From an optimization exercise on the open Yosys and OpenROAD flow, aimed at small area, a short achievable clock period and few clock cycles per item; shortcuts taken in it are not production practice. RTL that was checked went through simulation tests only; none was proved equivalent to the original. The RTL of runs 1 and 2 was laid out without a check of its function. Power is estimated from default activity; no workload was simulated.

<file path="flow/flow/run.sh">
#!/bin/bash
# Standard ORFS layout, with plain buffers (instead of delay buffers) on the ports.
set -euo pipefail
bash standard.sh "BUFFER_PORTS_ARGS=-buffer_cell sky130_fd_sc_hd__buf_1" finish > standard.log 2>&1
</file>
<file path="flow/standard.sh">
#!/bin/bash
# synth_recipe.tcl (not shown) runs the flow's synth.tcl, then flattens the netlist and writes it again
# the make line also repeats each setting of config.mk as NAME=value (left out here)
make -C /OpenROAD-flow-scripts/flow DESIGN_CONFIG=/design/flow/config.mk WORK_HOME=/design/flow/orfs CLKGATE_MAP_FILE= SYNTH_SCRIPT=/design/flow/synth_recipe.tcl "${@:-finish}"
</file>
<file path="flow/config.mk">
export PLATFORM = sky130hd
export DESIGN_NAME = mant_norm_pipe
export DESIGN_NICKNAME = mant_norm_pipe
export VERILOG_FILES = /design/flow/design.v
export SDC_FILE = /design/flow/constraint.sdc
export NUM_CORES = 4
export LEC_CHECK = 0
export ABC_AREA = 1
export CAP_MARGIN = 20
export CORE_MARGIN = 2
export CORE_UTILIZATION = 40
export SLEW_MARGIN = 20
</file>
<file path="flow/constraint.sdc">
create_clock -name core_clock -period 7.0 [get_ports {clk}]
set_input_delay 1.4000 -clock core_clock [delete_from_list [all_inputs] [get_ports {clk}]]
set_output_delay 1.4000 -clock core_clock [all_outputs]
set_load 0.01 [all_outputs]
</file>
<file path="flow/design.v">
module mnp_lzc16 (
  input  logic [15:0] v,
  output logic [3:0]  c
);
  logic [7:0] z2;
  logic [7:0] c2;
  logic [3:0] z4;
  logic [7:0] c4;
  logic [5:0] c8;
  for (genvar i = 0; i < 8; i++) begin : g2
    assign z2[i] = ~(v[2*i+1] | v[2*i]);
    assign c2[i] = ~v[2*i+1];
  end
  for (genvar i = 0; i < 4; i++) begin : g4
    assign z4[i] = z2[2*i+1] & z2[2*i];
    assign c4[2*i+1 -: 2] = z2[2*i+1] ? {1'b1, c2[2*i]} : {1'b0, c2[2*i+1]};
  end
  for (genvar i = 0; i < 2; i++) begin : g8
    assign c8[3*i+2 -: 3] = z4[2*i+1] ? {1'b1, c4[2*(2*i)+1 -: 2]} : {1'b0, c4[2*(2*i+1)+1 -: 2]};
  end
  assign c = (z4[3] & z4[2]) ? {1'b1, c8[2:0]} : {1'b0, c8[5:3]};
endmodule
module mnp_add10 (
  input  logic [9:0] a,
  input  logic [9:0] b,
  input  logic       ci,
  output logic [9:0] y
);
  logic [10:0] g0, p0;
  assign g0 = {a & b, ci};
  assign p0 = {a ^ b, 1'b0};
  logic [4:0][10:0] g, pp;
  assign g[0]  = g0;
  assign pp[0] = p0;
  for (genvar k = 0; k < 4; k++) begin : glev
    for (genvar i = 0; i < 11; i++) begin : gbit
      if (((i >> k) & 1) == 1) begin : gcomb
        localparam int J = ((i >> k) << k) - 1;
        assign g[k+1][i]  = g[k][i] | (pp[k][i] & g[k][J]);
        assign pp[k+1][i] = pp[k][i] & pp[k][J];
      end else begin : gpass
        assign g[k+1][i]  = g[k][i];
        assign pp[k+1][i] = pp[k][i];
      end
    end
  end
  for (genvar i = 0; i < 10; i++) begin : gsum
    assign y[i] = p0[i+1] ^ g[4][i];
  end
endmodule
module mnp_shstage #(
  parameter int K = 1
) (
  input  logic [67:0] x,
  input  logic [3:0]  sh,
  input  logic        m00,
  input  logic        m01,
  input  logic        m10,
  output logic [67:0] y
);
  for (genvar i = 0; i < 68; i++) begin : gb
    localparam int SEG = (i / 17 > 3) ? 3 : i / 17;
    localparam bit OK00 = (i % 17) >= K;
    localparam bit OK01 = (i % 34) >= K;
    localparam bit OK10 = (i < 57) && (i >= K);
    logic take, keep;
    assign take = sh[SEG] & ((m00 & OK00) | (m01 & OK01) | (m10 & OK10));
    assign keep = ~sh[SEG];
    if (i >= K) begin : gsrc
      assign y[i] = (take & x[i-K]) | (keep & x[i]);
    end else begin : gnosrc
      assign y[i] = keep & x[i];
    end
  end
endmodule
module mnp_front (
  input  logic [67:0]      m,
  input  logic [1:0]       p,
  input  logic [39:0]      s,
  output logic [67:0]      xm,
  output logic [3:0][5:0]  sc,
  output logic [39:0]      so,
  output logic [3:0]       lz
);
  logic m00, m01, m10;
  assign m00 = (p == 2'b00);
  assign m01 = (p == 2'b01);
  assign m10 = (p == 2'b10);
  logic [3:0]       t;
  logic [3:0][3:0]  c16;
  logic [3:0]       zs;
  logic [3:0][4:0]  cs;
  for (genvar j = 0; j < 4; j++) begin : gseg
    assign t[j]  = m[17*j+16];
    mnp_lzc16 u (.v(m[17*j+15 : 17*j]), .c(c16[j]));
    assign zs[j] = ~|m[17*j+16 : 17*j];
    assign cs[j] = t[j] ? 5'd0 : 5'(c16[j]) + 5'd1;
  end
  logic       z6;
  logic [2:0] c6;
  always_comb begin
    z6 = ~|m[56:51];
    casez (m[56:51])
      6'b1?????: c6 = 3'd0;
      6'b01????: c6 = 3'd1;
      6'b001???: c6 = 3'd2;
      6'b0001??: c6 = 3'd3;
      6'b00001?: c6 = 3'd4;
      default:   c6 = 3'd5;
    endcase
  end
  logic [5:0] n01_0, n01_1, n10;
  assign n01_0 = zs[1] ? 6'd17 + 6'(cs[0]) : 6'(cs[1]);
  assign n01_1 = zs[3] ? 6'd17 + 6'(cs[2]) : 6'(cs[3]);
  assign n10   = !z6    ? 6'(c6)
               : !zs[2] ? 6'd6 + 6'(cs[2])
               : !zs[1] ? 6'd23 + 6'(cs[1])
               :          6'd40 + 6'(cs[0]);
  always_comb begin
    for (int j = 0; j < 4; j++) begin
      sc[j] = m00 ? 6'(cs[j]) : m01 ? (j < 2 ? n01_0 : n01_1) : n10;
    end
  end
  logic [3:0] b5, b4;
  always_comb begin
    logic [1:0] l5, l4;
    logic       t5, t4;
    l5[0] = ~|m[33:2];
    l4[0] = ~|m[33:18] & |m[17:2];
    l5[1] = ~|m[67:36];
    l4[1] = ~|m[67:52] & |m[51:36];
    t5 = ~|m[56:25];
    t4 = t5 ? ~|m[24:9] : ~|m[56:41];
    for (int j = 0; j < 4; j++) begin
      b5[j] = m01 ? l5[j/2] : (m10 & t5);
      b4[j] = m00 ? ~|m[17*j+1 +: 16] : m01 ? l4[j/2] : t4;
    end
  end
  logic [67:0] x0;
  always_comb begin
    case (p)
      2'b00, 2'b01: x0 = m;
      2'b10:        x0 = {11'd0, m[56:0]};
      default:      x0 = '0;
    endcase
  end
  logic [67:0] x1;
  mnp_shstage #(.K(32)) u32 (.x(x0), .sh(b5), .m00(m00), .m01(m01), .m10(m10), .y(x1));
  logic [67:0] x2;
  logic [3:0]  b3;
  mnp_shstage #(.K(16)) u16 (.x(x1), .sh(b4), .m00(m00), .m01(m01), .m10(m10), .y(x2));
  always_comb for (int j = 0; j < 4; j++) b3[j] = sc[j][3];
  mnp_shstage #(.K(8))  u8  (.x(x2), .sh(b3), .m00(m00), .m01(m01), .m10(m10), .y(xm));
  always_comb begin
    case (p)
      2'b00:   lz = zs;
      2'b01:   lz = {2'b00, zs[3] & zs[2], zs[1] & zs[0]};
      2'b10:   lz = {3'b000, z6 & zs[2] & zs[1] & zs[0]};
      default: lz = 4'b1111;
    endcase
  end
  logic [3:0]      act;
  logic [3:0][5:0] nl;
  assign act = m00 ? 4'b1111 : m01 ? 4'b0011 : m10 ? 4'b0001 : 4'b0000;
  assign nl  = {sc[3], sc[2], m01 ? sc[2] : sc[1], sc[0]};
  for (genvar j = 0; j < 4; j++) begin : gsc
    logic [9:0] s1, sum;
    assign s1 = s[10*j +: 10] + 10'd1;
    mnp_add10 ua (.a(s1), .b(~{4'b0000, nl[j]}), .ci(1'b1), .y(sum));
    assign so[10*j +: 10] = (act[j] & ~lz[j]) ? sum : 10'd0;
  end
endmodule
module mant_norm_pipe #(
  parameter int unsigned LANE_SCALE_W = 10
) (
  input  logic                        clk,
  input  logic                        rst,
  input  logic                        flush,
  input  logic                        in_valid,
  output logic                        in_ready,
  input  logic [67:0]                 mant_pl,
  input  logic [4*LANE_SCALE_W-1:0]   scale_in,
  input  logic [1:0]                  in_pre,
  output logic                        out_valid,
  input  logic                        out_ready,
  output logic [67:0]                 mant_norm,
  output logic [4*LANE_SCALE_W-1:0]   scale_out,
  output logic [3:0]                  lane_zero,
  output logic [1:0]                  pre_out
);
  logic             r_adv;
  logic [67:0]      xm_d;
  logic [3:0][5:0]  sc_d;
  logic [39:0]      so_d;
  logic [3:0]       zero_d;
  logic [67:0]      r_x;
  logic [3:0][2:0]  r_sc;
  assign r_adv    = !out_valid || out_ready;
  assign in_ready = r_adv;
  mnp_front u_front (.m(mant_pl), .p(in_pre), .s(scale_in), .xm(xm_d), .sc(sc_d), .so(so_d),
                     .lz(zero_d));
  logic m00, m01, m10;
  assign m00 = (pre_out == 2'b00);
  assign m01 = (pre_out == 2'b01);
  assign m10 = (pre_out == 2'b10);
  logic [3:0][67:0] x;
  assign x[0] = r_x;
  for (genvar st = 0; st < 3; st++) begin : gst
    logic [3:0] shb;
    for (genvar j = 0; j < 4; j++) begin : gj
      assign shb[j] = r_sc[j][2-st];
    end
    mnp_shstage #(.K(4 >> st)) u (.x(x[st]), .sh(shb), .m00(m00), .m01(m01), .m10(m10), .y(x[st+1]));
  end
  assign mant_norm = x[3];
  always_ff @(posedge clk or posedge rst) begin
    if (rst) begin
      out_valid <= 1'b0;
    end else if (flush) begin
      out_valid <= 1'b0;
    end else if (r_adv) begin
      out_valid <= in_valid;
    end
  end
  always_ff @(posedge clk) begin
    if (r_adv) begin
      r_x       <= xm_d;
      for (int j = 0; j < 4; j++) r_sc[j] <= sc_d[j][2:0];
      scale_out <= so_d;
      lane_zero <= zero_d;
      pre_out   <= in_pre;
    end
  end
endmodule
</file>
==> summary.txt, run 1 <==
status -> complete, no violations
die width -> 183 um
setup violators final -> 0
P_leak -> 6.32 nW
Critical Path Fanout Max -> 5
# fillers -> 3460
Setup TNS -> 0 ps
post-CTS setup buffer count -> 0
Non-Filler Cell Area, Final -> 14500 um2
Seq/Total Area, Yosys -> 0.296
Yosys reg bits -> 127
setup slack after layout -> 1430 ps
worst endpoint data arrival time -> 5760 ps
Yosys cell types -> 49
grt total ovfl -> 0
drt wl/cell -> 17.5 um
Reg area -> 3810 um2
kind of critical path -> primary input to register
Net count, final -> 2271
vias in the first global route -> 12700
max-capacitance violation count -> 0
EDFF count, synth -> 126
CTS Buf Count -> 17
Post-Route WL -> 44100 um
post-DP HPWL -> 35100 um
multi-input logic area -> 7180 um2
Post-Place Worst Slack -> 1040 ps
Yosys top cell area share -> 0.294
top-count cell post-synth -> nand2_1
syn_nets -> 2099
Slew Viols, Final -> 0
DR vias/cell -> 5.38
CP peak stage delay -> 350 ps
Area Growth Syn to Fin -> 12.8%
main flop type after synthesis -> edfxtp_1
CP max-delay cell -> ha_1
top cells by area, synth -> edfxtp_1, nand2_1, inv_1
Worst R2R Start -> out_valid
period utilization -> 0.796
Tot GR Track Use -> 0.258
H-tree Lvls -> 4
syn_area_per_cell -> 6.66 um2
initial antenna violation count -> 6
core area -> 31600 um2
Startpoint Class -> primary input
Die ar. -> 33600 um2
synthesis warning total -> 2
area leader, netlist -> edfxtp_1
RR Endpoint -> r_sc[0]
Peak Freq -> 179 MHz
most frequent CP cell -> nand2_1
Clock Latency Late Sink -> 440 ps
Initial Util -> 0.407
Vias -> 13600
Power, Total -> 2.81 mW
register share of total power -> 0.358
post-route minimum period -> 5570 ps
Mapped Area -> 12800 um2
unrepaired setup endpoints after global routing -> no
Routability Congestion -> 1.03
final setup skew -> 15.8 ps
P per Cell Area -> 194 nW/um2
hold_ws -> 750 ps
Routed Antenna Nets -> 0
Post-Syn Instances -> 1928
Hold Crit Class -> primary input to async pin
Clock Power Share -> 0.318
R2R depth -> 2
Power Internal -> 1.74 mW
Worst-Margin Slew -> 970 ps
Worst VDD drop -> 147 uV
CTS Buffer Depth -> 2
normalized max-slew margin -> 0.354
Switch Pwr -> 1.07 mW
CP required -> 7190 ps
R2R Setup Slk -> 4740 ps
largest net degree at the start of global routing -> 79
clock slew at reported path FFs -> 70 ps
Initial DRT Pass Iterations -> 7
Placement Cell Area -> 13900 um2
Async SR Flop Fraction -> 0.00787
IO buf count -> 230
residual DRC count -> 0
Synth top cells by count -> nand2_1, inv_1, o22ai_1
endpoint class of the critical path -> register
fraction of layout cells with a size suffix above 1 -> 0.0459
cts hold-fix bufs -> 0
CTS sink cnt -> 127
FP Rows -> 65
Die H -> 183 um
Root Driver -> clkbuf_16
final hold vios -> 0
global-route wire length before repair -> 67400 um
Ports -> 231
CTS tree -> yes
Sw Ratio -> 0.381
combinational share of power -> 0.323
drt first-iter violations -> 1174
post-CTS resize count -> 0
## worst max-delay path by stage
stage / from / slack (ps) / end / depth (start not counted)
floorplan: out_ready / 1440 / in_ready / 2
global placement: mant_pl[49] / 1210 / scale_out[28] / 33
detailed placement: mant_pl[49] / 1040 / scale_out[38] / 31
CTS: mant_pl[49] / 1470 / scale_out[38] / 31
global route: mant_pl[39] / 990 / scale_out[38] / 33
finish: mant_pl[39] / 1430 / scale_out[38] / 33
## flip-flops by register name, summed over array words and instances, names as in the netlist
| register | count |
|---|---|
| r_sc | 12 |
| pre_out | 2 |
| r_x | 68 |
| out_valid | 1 |
| scale_out | 40 |
| lane_zero | 4 |
## cells by family (layout without fill, tap and decap cells)
| group | count (synthesis) | after routing | share of synthesized area |
|---|---|---|---|
| other cells | 0 | 4 | 0 |
| compound gates | 351 | 351 | 0.165 |
| simple gates | 870 | 870 | 0.303 |
| flops | 127 | 127 | 0.296 |
| xor+xnor | 45 | 45 | 0.0307 |
| buf+inv | 479 | 664 | 0.146 |
| fa+ha+maj | 56 | 56 | 0.0592 |
## final cells by class
cell class                      instances  area share
Multi-Input combinational cell       1322       0.496
Tap cell                              402      0.0347
Inverter                              391       0.101
Clock buffer                           17      0.0293
Sequential cell                       127       0.263
Antenna cell                            4    0.000690
Clock inverter                         15      0.0105
Timing Repair Buffer                  241      0.0653
## power by group through the flow
stage	registers [mW]	logic [mW]	clock network, mW
6_report	1.01	0.909	0.895
5_1_grt	1.02	1.01	0.945
4_1_cts	1.01	0.903	0.912
3_5_place_dp	1.02	0.899	0
3_3_place_gp	1.02	0.891	0
2_1_floorplan	1.00	0.642	0
## metal layers
layer	part of all wire	global-route usage	up-vias
met4	0.033	0.105	4
met3	0.069	0.0455	84
li1	-	-	6795
met5	0.00061	0	-
met2	0.45	0.420	510
met1	0.44	0.339	6158
## stage by stage
| stage | cells | util |
|---|---|---|
| final | 2519 | 0.459 |
| after global routing | 2516 | 0.459 |
| after CTS | 2515 | 0.459 |
| after detailed placement | 2483 | 0.441 |
| after global placement | 2483 | 0.440 |
| after floorplan | 1928 | - |
## worst max-delay path, delay by kind of cell
kind | cells | cell delay, ps
buffers and inverters | 8 | 650
adder cells (fa/ha/maj) | 4 | 1050
XOR/XNOR | 1 | 110
AO/OA/AOI/OAI | 4 | 720
AND/OR/NAND/NOR | 16 | 1820
## cell usage in the layout (no fill, tap or decap), types with 15 or more instances in the layout
cell and instances:
a21oi_1 49, buf_1 230, clkbuf_16 17, edfxtp_1 126
ha_1 48, inv_1 386, nand2_1 409, nand3_1 122
nand4_1 93, nor2_1 175, nor3_1 21, o21ai_0 62
o21ai_1 15, o22ai_1 185, xnor2_1 22, xor2_1 23
==> run 2, diff against run 1 <==
--- a/flow/config.mk
+++ b/flow/config.mk
@@ -10,3 +10,4 @@
 export CORE_MARGIN = 2
 export CORE_UTILIZATION = 40
+export SETUP_SLACK_MARGIN = 3.5
 export SLEW_MARGIN = 20
==> summary.txt, run 2 <==
status -> complete, no violations
Routed Antenna Nets -> 0
setup violators final -> 0
Yosys top cell area share -> 0.294
endpoint class of the critical path -> register
CTS sink cnt -> 127
Post-Route WL -> 52200 um
largest net degree at the start of global routing -> 74
main flop type after synthesis -> edfxtp_1
RR Endpoint -> r_x[12]
Post-Place Worst Slack -> 1380 ps
R2R Setup Slk -> 5050 ps
Biggest register -> r_x
Net count, final -> 2487
Critical Path Fanout Max -> 4
core area -> 31600 um2
max-capacitance violation count -> 0
CP max-delay cell -> or2_4
drt first-iter violations -> 1339
Vias -> 15100
Seq/Total Area, Yosys -> 0.296
Clock Latency Late Sink -> 450 ps
Hold Crit Class -> primary input to async pin
Die ar. -> 33600 um2
Slew Viols, Final -> 0
drt wl/cell -> 19.1 um
fraction of layout cells with a size suffix above 1 -> 0.375
Largest regs -> r_x: 68 flops, scale_out: 40 flops, r_sc: 12 flops
Synth top cells by count -> nand2_1, inv_1, o22ai_1
Initial Util -> 0.407
top-count cell post-synth -> nand2_1
Tot GR Track Use -> 0.291
area leader, netlist -> edfxtp_1
most frequent cells in the layout -> nand2_1, inv_1, buf_4
global-route wire length before repair -> 75900 um
Mapped Area -> 12800 um2
H-tree Lvls -> 4
CP required -> 7290 ps
DR vias/cell -> 5.54
Setup TNS -> 0 ps
syn_nets -> 2099
final hold vios -> 0
initial antenna violation count -> 4
max reg flops -> 68
R2R depth -> 2
Peak Freq -> 212 MHz
IO buf count -> 230
Ports -> 231
commonest non-fill, non-tap cell in the layout -> nand2_1
P per Cell Area -> 174 nW/um2
Worst Setup SP -> mant_pl[13]
Startpoint Class -> primary input
routing usage on met1 -> 0.378
FP Rows -> 65
cts hold-fix bufs -> 0
period utilization -> 0.673
most frequent CP cell -> nand3_2
Worst VDD drop -> 129 uV
CP peak stage delay -> 240 ps
grt total ovfl -> 0
grt peak-use layer -> met2
Initial DRT Pass Iterations -> 6
CP Capture Point -> scale_out[19]
syn_area_per_cell -> 6.66 um2
Worst R2R Start -> out_valid
die width -> 183 um
Die H -> 183 um
Post-Syn Instances -> 1928
Routability Congestion -> 1.01
residual DRC count -> 0
Async SR Flop Fraction -> 0.00787
Worst-Margin Slew -> 917 ps
CTS tree -> yes
Area Growth Syn to Fin -> 52.3%
synthesis warning total -> 2
P_leak -> 8.33 nW
CTS Buffer Depth -> 2
grt met2 use -> 0.480
unrepaired setup endpoints after global routing -> yes
Yosys cell types -> 49
post-DP HPWL -> 35900 um
setup slack after layout -> 2290 ps
Yosys reg bits -> 127
CTS Buf Count -> 17
kind of critical path -> primary input to register
worst endpoint data arrival time -> 5000 ps
vias in the first global route -> 13900
normalized max-slew margin -> 0.389
post-route minimum period -> 4710 ps
EDFF count, synth -> 126
clock slew at reported path FFs -> 60 ps
final setup skew -> 10.7 ps
top cells by area, synth -> edfxtp_1, nand2_1, inv_1
Root Driver -> clkbuf_16
met3 usage -> 0.0393
-- run 2: cell counts after synthesis --
No cell type changed its count.
-- run 2: cells by family (layout without fill, tap and decap cells) --
| logic type | Yosys count | count (layout) | share of synthesized area |
|---|---|---|---|
| fa+ha+maj | 56 | 56 | 0.0592 |
| xor+xnor | 45 | 45 | 0.0307 |
| compound gates | 351 | 351 | 0.165 |
| simple gates | 870 | 883 | 0.303 |
| flops | 127 | 127 | 0.296 |
| buf+inv | 479 | 867 | 0.146 |
| other cells | 0 | 3 | 0 |
-- run 2: metrics by stage --
stage / cell area, um2 / utilization / power (mW) / hold slack [ps] / std cells
after CTS: 17700 / 0.560 / 3.12 / 739 / 2658
final: 19600 / 0.620 / 3.40 / 755 / 2734
after global routing: 19600 / 0.620 / 3.57 / 741 / 2732
after global placement: 14400 / 0.457 / 1.97 / 958 / 2486
after detailed placement: 14400 / 0.457 / 1.97 / 990 / 2486
after floorplan: 13400 / - / 1.69 / 1130 / 1928
-- run 2: cell type report --
class,instances,area [um2]
fillers,2828,12000
repair inverters,3,22.5
clock inverters,15,150
clock buffers,17,425
flip-flops and latches,127,3810
well taps,402,503
multi-input cells,1335,10000
inverters,391,1520
repair buffers,441,3110
diodes,3,7.51
-- run 2: timing repair --
| item | CTS | global route |
|---|---|---|
| endpoints found under the hold margin | 0 | 0 |
| endpoints found under the setup margin | 172 | 174 |
| resized for setup | 444 | 329 |
| gates cloned | 12 | 5 |
| buffers inserted | 128 | 68 |
| pin swaps | 109 | 120 |
-- run 2: how the worst min path moves through the flow --
stage	startpoint	endpoint	cells after the start
6_report	rst	out_valid	2
5_1_grt	rst	out_valid	2
4_1_cts	rst	out_valid	2
3_5_place_dp	out_valid	out_valid	2
3_3_place_gp	out_valid	out_valid	2
2_1_floorplan	rst	out_valid	1
-- run 2: where the power goes --
group          internal [mW]  leakage, nW  switching, mW  total, mW
clock network          0.500        0.282          0.393      0.893
registers              0.943         1.43         0.0523      0.996
logic                  0.619         6.62          0.890       1.51
total                   2.06         8.33           1.34       3.40
-- run 2: layer usage --
| metal | wire (um) | vias up | part of all wire |
|---|---|---|---|
| met1 | 21800 | 7090 | 0.42 |
| met3 | 3360 | 139 | 0.064 |
| met5 | 18 | - | 0.00034 |
| li1 | - | 7271 | - |
| met2 | 24700 | 645 | 0.47 |
| met4 | 2430 | 2 | 0.046 |
-- run 2: critical path, delay by kind of cell --
family                     cells  cell delay [ps]
AOI/OAI and AO/OA              5              810
adders and majority gates      2              400
buffers and inverters          5              570
and+or+nand+nor               17             1780
==> run 3, diff against run 2 <==
--- a/flow/design.v
+++ b/flow/design.v
@@ -79,5 +79,5 @@
   input  logic [39:0]      s,
   output logic [67:0]      xm,
-  output logic [3:0][5:0]  sc,
+  output logic [3:0][2:0]  sl,
   output logic [39:0]      so,
   output logic [3:0]       lz
@@ -90,34 +90,56 @@
   logic [3:0][3:0]  c16;
   logic [3:0]       zs;
-  logic [3:0][4:0]  cs;
   for (genvar j = 0; j < 4; j++) begin : gseg
     assign t[j]  = m[17*j+16];
     mnp_lzc16 u (.v(m[17*j+15 : 17*j]), .c(c16[j]));
     assign zs[j] = ~|m[17*j+16 : 17*j];
-    assign cs[j] = t[j] ? 5'd0 : 5'(c16[j]) + 5'd1;
   end
   logic       z6;
-  logic [2:0] c6;
+  logic [3:0] c5;
   always_comb begin
     z6 = ~|m[56:51];
-    casez (m[56:51])
-      6'b1?????: c6 = 3'd0;
-      6'b01????: c6 = 3'd1;
-      6'b001???: c6 = 3'd2;
-      6'b0001??: c6 = 3'd3;
-      6'b00001?: c6 = 3'd4;
-      default:   c6 = 3'd5;
+    casez (m[55:51])
+      5'b1????: c5 = 4'd0;
+      5'b01???: c5 = 4'd1;
+      5'b001??: c5 = 4'd2;
+      5'b0001?: c5 = 4'd3;
+      default:  c5 = 4'd4;
     endcase
   end
-  logic [5:0] n01_0, n01_1, n10;
-  assign n01_0 = zs[1] ? 6'd17 + 6'(cs[0]) : 6'(cs[1]);
-  assign n01_1 = zs[3] ? 6'd17 + 6'(cs[2]) : 6'(cs[3]);
-  assign n10   = !z6    ? 6'(c6)
-               : !zs[2] ? 6'd6 + 6'(cs[2])
-               : !zs[1] ? 6'd23 + 6'(cs[1])
-               :          6'd40 + 6'(cs[0]);
-  always_comb begin
-    for (int j = 0; j < 4; j++) begin
-      sc[j] = m00 ? 6'(cs[j]) : m01 ? (j < 2 ? n01_0 : n01_1) : n10;
+  logic [3:0][5:0] kl;
+  logic [3:0]      tl;
+  logic [3:0][3:0] cl;
+  always_comb begin
+    for (int j = 0; j < 4; j++) begin
+      kl[j] = 6'd0;
+      tl[j] = t[j];
+      cl[j] = c16[j];
+    end
+    if (m01) begin
+      for (int l = 0; l < 2; l++) begin
+        if (zs[2*l+1]) begin
+          kl[l] = 6'd17; tl[l] = t[2*l];   cl[l] = c16[2*l];
+        end else begin
+          kl[l] = 6'd0;  tl[l] = t[2*l+1]; cl[l] = c16[2*l+1];
+        end
+      end
+    end
+    if (m10) begin
+      if (!z6) begin
+        kl[0] = 6'd0;  tl[0] = m[56]; cl[0] = c5;
+      end else if (!zs[2]) begin
+        kl[0] = 6'd6;  tl[0] = t[2];  cl[0] = c16[2];
+      end else if (!zs[1]) begin
+        kl[0] = 6'd23; tl[0] = t[1];  cl[0] = c16[1];
+      end else begin
+        kl[0] = 6'd40; tl[0] = t[0];  cl[0] = c16[0];
+      end
+    end
+  end
+  logic [3:0][2:0] nlow;
+  always_comb begin
+    for (int j = 0; j < 4; j++) begin
+      nlow[j] = tl[j] ? kl[j][2:0] : kl[j][2:0] + 3'd1 + cl[j][2:0];
+      sl[j]   = m00 ? nlow[j] : m01 ? nlow[j/2] : nlow[0];
     end
   end
@@ -145,10 +167,16 @@
     endcase
   end
-  logic [67:0] x1;
+  logic [67:0] x1, x2;
   mnp_shstage #(.K(32)) u32 (.x(x0), .sh(b5), .m00(m00), .m01(m01), .m10(m10), .y(x1));
-  logic [67:0] x2;
-  logic [3:0]  b3;
   mnp_shstage #(.K(16)) u16 (.x(x1), .sh(b4), .m00(m00), .m01(m01), .m10(m10), .y(x2));
-  always_comb for (int j = 0; j < 4; j++) b3[j] = sc[j][3];
+  logic [3:0] b3;
+  always_comb begin
+    logic [1:0] l3;
+    l3[0] = ~|x2[33:26];
+    l3[1] = ~|x2[67:60];
+    for (int j = 0; j < 4; j++) begin
+      b3[j] = m00 ? ~|x2[17*j+9 +: 8] : m01 ? l3[j/2] : ~|x2[56:49];
+    end
+  end
   mnp_shstage #(.K(8))  u8  (.x(x2), .sh(b3), .m00(m00), .m01(m01), .m10(m10), .y(xm));
   always_comb begin
@@ -160,12 +188,19 @@
     endcase
   end
-  logic [3:0]      act;
-  logic [3:0][5:0] nl;
+  logic [3:0] act;
   assign act = m00 ? 4'b1111 : m01 ? 4'b0011 : m10 ? 4'b0001 : 4'b0000;
-  assign nl  = {sc[3], sc[2], m01 ? sc[2] : sc[1], sc[0]};
   for (genvar j = 0; j < 4; j++) begin : gsc
-    logic [9:0] s1, sum;
-    assign s1 = s[10*j +: 10] + 10'd1;
-    mnp_add10 ua (.a(s1), .b(~{4'b0000, nl[j]}), .ci(1'b1), .y(sum));
+    logic [9:0] sk, ddn, sum;
+    always_comb begin
+      case (kl[j])
+        6'd17:   sk = s[10*j +: 10] - 10'd17;
+        6'd6:    sk = s[10*j +: 10] - 10'd6;
+        6'd23:   sk = s[10*j +: 10] - 10'd23;
+        6'd40:   sk = s[10*j +: 10] - 10'd40;
+        default: sk = s[10*j +: 10];
+      endcase
+    end
+    assign ddn = tl[j] ? 10'd0 : ~{6'd0, cl[j]};
+    mnp_add10 ua (.a(sk), .b(ddn), .ci(1'b1), .y(sum));
     assign so[10*j +: 10] = (act[j] & ~lz[j]) ? sum : 10'd0;
   end
@@ -191,5 +226,5 @@
   logic             r_adv;
   logic [67:0]      xm_d;
-  logic [3:0][5:0]  sc_d;
+  logic [3:0][2:0]  sl_d;
   logic [39:0]      so_d;
   logic [3:0]       zero_d;
@@ -198,5 +233,5 @@
   assign r_adv    = !out_valid || out_ready;
   assign in_ready = r_adv;
-  mnp_front u_front (.m(mant_pl), .p(in_pre), .s(scale_in), .xm(xm_d), .sc(sc_d), .so(so_d),
+  mnp_front u_front (.m(mant_pl), .p(in_pre), .s(scale_in), .xm(xm_d), .sl(sl_d), .so(so_d),
                      .lz(zero_d));
   logic m00, m01, m10;
@@ -226,5 +261,5 @@
     if (r_adv) begin
       r_x       <= xm_d;
-      for (int j = 0; j < 4; j++) r_sc[j] <= sc_d[j][2:0];
+      r_sc      <= sl_d;
       scale_out <= so_d;
       lane_zero <= zero_d;
--- a/flow/config.mk
+++ b/flow/config.mk
@@ -10,4 +10,4 @@
 export CORE_MARGIN = 2
 export CORE_UTILIZATION = 40
-export SETUP_SLACK_MARGIN = 3.5
+export SETUP_SLACK_MARGIN = 3.0
 export SLEW_MARGIN = 20
==> summary.txt, run 3 <==
status -> complete, no violations
top-count cell post-synth -> inv_1
max-capacitance violation count -> 0
area leader, netlist -> edfxtp_1
largest net degree at the start of global routing -> 80
DR vias/cell -> 5.48
Ports -> 231
Post-Route WL -> 52300 um
IO buf count -> 230
Mapped Area -> 13300 um2
Power, Total -> 3.26 mW
Worst R2R Start -> out_valid
Yosys top cell area share -> 0.285
unrepaired setup endpoints after global routing -> yes
synthesis warning total -> 2
final hold vios -> 0
clock slew at reported path FFs -> 80 ps
Routability Congestion -> 1.00
CP peak stage delay -> 510 ps
Largest regs -> r_x: 68 flops, scale_out: 40 flops, r_sc: 12 flops
DP Cell Count -> 2537
FP Rows -> 66
Async SR Flop Fraction -> 0.00787
Routed Antenna Nets -> 0
P per Cell Area -> 180 nW/um2
CTS Buf Count -> 17
Startpoint Class -> primary input
Reg area -> 3810 um2
post-DP HPWL -> 38900 um
Die H -> 186 um
CTS Buffer Depth -> 2
CTS sink cnt -> 127
Critical Path Fanout Max -> 4
H-tree Lvls -> 4
syn_area_per_cell -> 6.86 um2
drt first-iter violations -> 1471
P_leak -> 7.85 nW
Setup TNS -> 0 ps
setup violators final -> 0
kind of critical path -> primary input to register
Slew Viols, Final -> 0
multi-input logic area -> 9050 um2
Hold Crit Class -> primary input to async pin
drt wl/cell -> 18.9 um
normalized max-slew margin -> 0.371
most frequent cells in the layout -> inv_1, nand2_1, buf_1
RR Endpoint -> r_x[13]
Worst VDD drop -> 113 uV
Tot GR Track Use -> 0.287
vias in the first global route -> 13800
initial antenna violation count -> 4
# fillers -> 3165
Seq/Total Area, Yosys -> 0.287
Root Driver -> clkbuf_16
Clock Latency Late Sink -> 430 ps
Biggest register -> r_x
commonest non-fill, non-tap cell in the layout -> inv_1
top cells by area, synth -> edfxtp_1, inv_1, nand2_1
core area -> 32600 um2
Post-Syn Instances -> 1937
Net count, final -> 2491
final cell count without fillers -> 2762
Initial DRT Pass Iterations -> 6
R2R depth -> 2
Area Growth Syn to Fin -> 36.4%
residual DRC count -> 0
Worst-Margin Slew -> 944 ps
grt total ovfl -> 0
endpoint class of the critical path -> register
Die ar. -> 34700 um2
CP max-delay cell -> fa_2
worst endpoint data arrival time -> 5130 ps
hold_ws -> 753 ps
CP required -> 7200 ps
Yosys cell types -> 59
Peak Freq -> 203 MHz
syn_nets -> 2123
max reg flops -> 68
Vias -> 15100
die width -> 186 um
period utilization -> 0.704
CTS tree -> yes
final setup skew -> 19.8 ps
Synth top cells by count -> inv_1, nand2_1, nor2_1
R2R Setup Slk -> 4980 ps
global-route wire length before repair -> 75700 um
post-route minimum period -> 4930 ps
Yosys reg bits -> 127
main flop type after synthesis -> edfxtp_1
EDFF count, synth -> 126
Worst Setup SP -> mant_pl[45]
fraction of layout cells with a size suffix above 1 -> 0.251
Initial Util -> 0.407
run 3: cell types whose count changed in the layout (fill, tap and decap cells not counted), moves of 25 or more:
cell,change
o22ai_1,+125
o22ai_4,-33
ha_1,+25
inv_1,+67
o21ai_0,+25
buf_2,-68
inv_2,-78
nand2_1,-41
nand3_1,+25
nand4_1,-48
buf_1,+72
o22ai_2,-81
run 3: worst max-delay path by stage:
stage | end | slack, ps | depth (start not counted)
floorplan | scale_out[9] | 2130 | 30
global placement | scale_out[9] | 1280 | 26
detailed placement | scale_out[9] | 1130 | 26
CTS | scale_out[7] | 2300 | 26
global route | scale_out[7] | 1930 | 30
finish | scale_out[7] | 2070 | 30
run 3: per-stage QoR:
step,setup WS (ps),utilization,cell area (um2)
detailed placement,1130,0.447,14600
CTS,2300,0.513,16700
global route,1930,0.556,18100
finish,2070,0.556,18100
floorplan,2130,-,13500
global placement,1280,0.447,14600
run 3: cell type report:
| type | count | area share |
|---|---|---|
| inverters | 386 | 0.0843 |
| clock buffers | 17 | 0.0235 |
| diodes | 2 | 0.000276 |
| clock inverters | 15 | 0.00746 |
| well taps | 442 | 0.0305 |
| repair buffers | 421 | 0.145 |
| flip-flops and latches | 127 | 0.210 |
| multi-input cells | 1352 | 0.499 |
run 3: power by group:
part | switching [mW] | total, mW | internal [mW]
logic | 0.846 | 1.36 | 0.516
registers | 0.0736 | 1.03 | 0.958
clock network | 0.375 | 0.867 | 0.492
run 3: logic make-up (layout without fill, tap and decap cells):
logic type	Yosys count	count (layout)	synth area share
AND/OR/NAND/NOR	852	861	0.301
buffers and inverters	467	839	0.138
AO/OA/AOI/OAI	384	384	0.175
flip-flops	127	127	0.287
adder cells (fa/ha/maj)	71	71	0.0748
XOR/XNOR	36	36	0.0237
other	0	2	0
run 3: timing repair:
action / 4_1_cts / 5_1_grt
pin swaps: 77 / 74
cloned: 4 / 5
resized for setup: 207 / 191
hold buffers: 0 / 0
buffers inserted: 107 / 75
endpoints found under the setup margin: 149 / 154
run 3: metal layers:
layer | wire length [um] | part of all wire | vias up | global-route usage
li1 | - | - | 7262 | -
met1 | 21000 | 0.40 | 7045 | 0.358
met2 | 24800 | 0.47 | 682 | 0.481
met3 | 3720 | 0.071 | 155 | 0.0500
met4 | 2690 | 0.052 | 4 | 0.137
met5 | 30 | 0.00057 | - | 0
run 3: critical path: cells and delay by family:
family / cells / cell delay, ps
AND/OR/NAND/NOR: 14 / 1270
AO/OA/AOI/OAI: 4 / 460
adder cells (fa/ha/maj): 3 / 1110
buffers and inverters: 9 / 890

-- static timing again, ports no longer ideal --
No port has a modelled driver above. Below, the same layouts with a new extraction and two added sets of constraints.
Step 1 assumes that a clkbuf_16 drives the clock port and a buf_2 every other input.
Step 2 times the ports against the registers' clock, not the clock port: input delays grow and output delays shrink by t, the midpoint of the rising clock arrivals with the driver on.
a / b / c = ideal ports / drivers / drivers and shift; a / b = the first two.
| run | t (ns) | setup slack, ns | slew at the worst register clock pin (ns) | worst data-port slew with drivers (ns) | cell pins on the clock port's net |
|---|---|---|---|---|---|
| run 1 | 0.486 | 1.427 / 1.446 / 0.959 | 0.07 / 0.07 | 0.09 | 1 |
| run 2 | 0.490 | 2.287 / 2.286 / 1.796 | 0.07 / 0.07 | 0.09 | 1 |
| run 3 | 0.480 | 2.072 / 2.073 / 1.593 | 0.08 / 0.08 | 0.11 | 1 |
After both steps every run listed still meets setup and hold. For run 2, which loses most, drivers alone change the setup slack by -0.001 ns; drivers and shift together by -0.491 ns.
